From an optimization exercise on the open Yosys and OpenROAD flow, aimed at small area; shortcuts taken in it are not production practice. In this exercise RTL edits were held to simulation tests only and were not proved equivalent to the original. Power is estimated from default activity; no workload was simulated.

==> flow/design.v (excerpt) <==
module matmul_datapath (
  input  wire logic                                  clk,
  input  wire logic                                  clr_n,
  input  wire logic [2:0]                            a_en,
  input  wire logic [2:0]                            a_we,
  input  wire logic [5:0]                            a_addr,
  input  wire logic [47:0]                           a_din,
  input  wire logic [2:0]                            b_en,
  input  wire logic [2:0]                            b_we,
  input  wire logic [5:0]                            b_addr,
  input  wire logic [47:0]                           b_din,
  input  wire logic                                  pe_start,
  input  wire logic                                  pe_valid,  
  input  wire logic                                  pe_last,
  input  wire logic                                  capture,
  input  wire logic                                  buf_clear,
  input  wire logic                                  c_wr,
  input  wire logic [3:0]                            c_addr,
  input  wire logic [3:0]                            drain_idx,
  input  wire logic                                  rd_en,
  input  wire logic [3:0]                            rd_addr,
  output logic      [33:0]                           dout_c,
  output logic      [8:0]                            pe_done,
  output logic                                       buf_valid
);
export LEC_CHECK = 0
export CAP_MARGIN = 20
export CORE_MARGIN = 2
export CORE_UTILIZATION = 55
export SLEW_MARGIN = 20
create_clock -name core_clock -period 10.0 [get_ports {clk}]
standard.sh (not shown) runs the stock make flow with config.mk's settings and CLKGATE_MAP_FILE= SYNTH_SCRIPT=/design/flow/synth_recipe.tcl, a recipe that flattens the netlist after the stock synthesis.
==> flow/flow/run.sh <==
#!/bin/bash
# Own layout flow:
#  1. the standard synthesis (standard.sh synth);
#  2. a polarity clean-up of its netlist (flow/polarity.py): inverters and
#     buffers between cells are dissolved, three-input ANDs that share an
#     input pair with many others are split so the pair is computed once,
#     full/half adders and simple gates
#     are re-typed to read/drive complemented values so that few inverters
#     remain; registers are untouched. The result is checked equivalent to the
#     standard netlist (registers cut into ports by name, ABC cec) and used
#     only if that check passes;
#  3. the standard layout (standard.sh finish) from that netlist, with the
#     clock tree built from fewer, larger sink clusters and no dummy loads,
#     the port buffers made with the smallest buffer, and the floorplan
#     stage's pre-placement timing repair skipped (without wires it upsizes
#     adders for violations that placement does not have).
set -euo pipefail
Y=$FLOW_HOME/../tools/install/yosys/bin
export PATH=$Y:$PATH
LIB=$FLOW_HOME/platforms/$FLOW_PLATFORM/lib/sky130_fd_sc_hd__tt_025C_1v80.lib
R=orfs/results/$FLOW_PLATFORM/matmul_datapath/base

bash standard.sh synth > synth.log 2>&1

cp $R/1_2_yosys.v std_netlist.v
if python3 flow/polarity.py $LIB std_netlist.v pol_netlist.v --buffers --factor > polarity.log 2>&1 \
   && bash flow/toaig.sh $LIB std_netlist.v std.aig > aig_std.log 2>&1 \
   && bash flow/toaig.sh $LIB pol_netlist.v pol.aig > aig_pol.log 2>&1 \
   && yosys-abc -c "cec std.aig pol.aig" > cec.log 2>&1 \
   && grep -q "Networks are equivalent" cec.log; then
  echo "using the polarity-optimised netlist" | tee -a polarity.log
  cp pol_netlist.v $R/1_2_yosys.v
  rm -f $R/1_synth.odb $R/1_synth.sdc
else
  echo "polarity clean-up not used" | tee -a polarity.log
fi

CTS="-sink_clustering_enable -repair_clock_nets -dont_use_dummy_load"
CTS="$CTS -sink_clustering_size 24 -sink_clustering_max_diameter 80"
CTS="$CTS -buf_list sky130_fd_sc_hd__clkbuf_16"
bash standard.sh "CTS_ARGS=$CTS" REMOVE_ABC_BUFFERS=1 \
  "BUFFER_PORTS_ARGS=-buffer_cell sky130_fd_sc_hd__buf_1" finish > layout.log 2>&1
Other scripts of this flow, unchanged in this note and not shown: flow/flow/cutregs.py, flow/flow/polarity.py, flow/flow/toaig.sh
Change:
--- a/flow/flow/run.sh
+++ b/flow/flow/run.sh
@@ -39,2 +39,2 @@
-CTS="$CTS -sink_clustering_size 24 -sink_clustering_max_diameter 80"
-CTS="$CTS -buf_list sky130_fd_sc_hd__clkbuf_16"
+CTS="$CTS -sink_clustering_size 14 -sink_clustering_max_diameter 60"
+CTS="$CTS -buf_list sky130_fd_sc_hd__clkbuf_8"
--- a/flow/config.mk
+++ b/flow/config.mk
@@ -8 +8 @@
-export CAP_MARGIN = 20
+export CAP_MARGIN = 10
@@ -10,2 +10,2 @@
-export CORE_UTILIZATION = 55
-export SLEW_MARGIN = 20
+export CORE_UTILIZATION = 65
+export SLEW_MARGIN = 10
Result:
- The new run finished clean
- cell area came out lower by 0.99%
- total power came out lower by about 2.5%
- clock skew came out higher by 0.0075 ns
- via count came out higher by 1.3%
- count of clock-buffer cells in the layout came out higher by 56
- synthesized cell count does not change
- first-iteration DRC count came out higher by about 7%
Change:
--- a/flow/flow/run.sh
+++ b/flow/flow/run.sh
@@ -14,3 +14 @@
-#     the port buffers made with the smallest buffer, and the floorplan
-#     stage's pre-placement timing repair skipped (without wires it upsizes
-#     adders for violations that placement does not have).
+#     and the port buffers made with the smallest buffer.
@@ -39,3 +37,3 @@
-CTS="$CTS -sink_clustering_size 14 -sink_clustering_max_diameter 60"
-CTS="$CTS -buf_list sky130_fd_sc_hd__clkbuf_8"
-bash standard.sh "CTS_ARGS=$CTS" REMOVE_ABC_BUFFERS=1 \
+CTS="$CTS -sink_clustering_size 24 -sink_clustering_max_diameter 80"
+CTS="$CTS -buf_list sky130_fd_sc_hd__clkbuf_16"
+bash standard.sh "CTS_ARGS=$CTS" \
--- a/flow/config.mk
+++ b/flow/config.mk
@@ -8 +8 @@
-export CAP_MARGIN = 10
+export CAP_MARGIN = 20
@@ -10,2 +10,2 @@
-export CORE_UTILIZATION = 65
-export SLEW_MARGIN = 10
+export CORE_UTILIZATION = 55
+export SLEW_MARGIN = 20
=>
- The new run finished with timing, DRC and antenna clean
- non-clock buffer count is higher by 14
- via count is lower by 1.3%
- worst setup slack got worse by 0.048 ns
- routed wire length is higher by 4.0%
- first-iteration DRC count is lower by 8.6%
- clock skew is lower by 0.025 ns
- sequential cell count does not change
- area after synthesis does not change
Change:
--- a/flow/config.mk
+++ b/flow/config.mk
@@ -8 +8 @@
-export CAP_MARGIN = 20
+export CAP_MARGIN = 10
@@ -10,2 +10,2 @@
-export CORE_UTILIZATION = 55
-export SLEW_MARGIN = 20
+export CORE_UTILIZATION = 65
+export SLEW_MARGIN = 10
Via count climbs by 1.1%.
Die area goes down by 15%.
Sequential share of layout area went up by 0.22 points.
Synthesized cell count does not change.
Final area falls by 0.59%.
Worst setup slack loses 0.012 ns.
Utilization goes up by 11 points.

## static timing again, ports no longer ideal
In the flow no input, the clock included, has a driving cell. The finished layouts below were timed again as built, in two steps.
Step 1 sets driving cells, clkbuf_16 on the clock port and buf_2 on the other inputs (assumed; they add their load-dependent delay and slew).
Step 2 adds t to the input delays and takes it off the output delays; t is the mean of the earliest and latest rising clock arrival at the registers after step 1. Input paths then give back, and output paths get back, about the clock's delay inside the block.
a / b / c = no drivers / after step 1 / after step 2; a / b = the first two.
run | t (ns) | setup slack, ns | worst slew at a driven data input, ns
the first run | 0.851 | 0.757 / 0.819 / -0.032 | 0.12
the second run | 1.005 | 0.835 / 0.892 / -0.113 | 0.10
the third run | 0.869 | 0.787 / 0.839 / -0.030 | 0.12
the fourth run | 0.848 | 0.775 / 0.821 / -0.026 | 0.09
Met with ideal ports but missed after step 2: setup timing in every run listed. The setup slack of the second run, which loses most, moves by +0.057 ns with the drivers and by -0.948 ns with both steps.
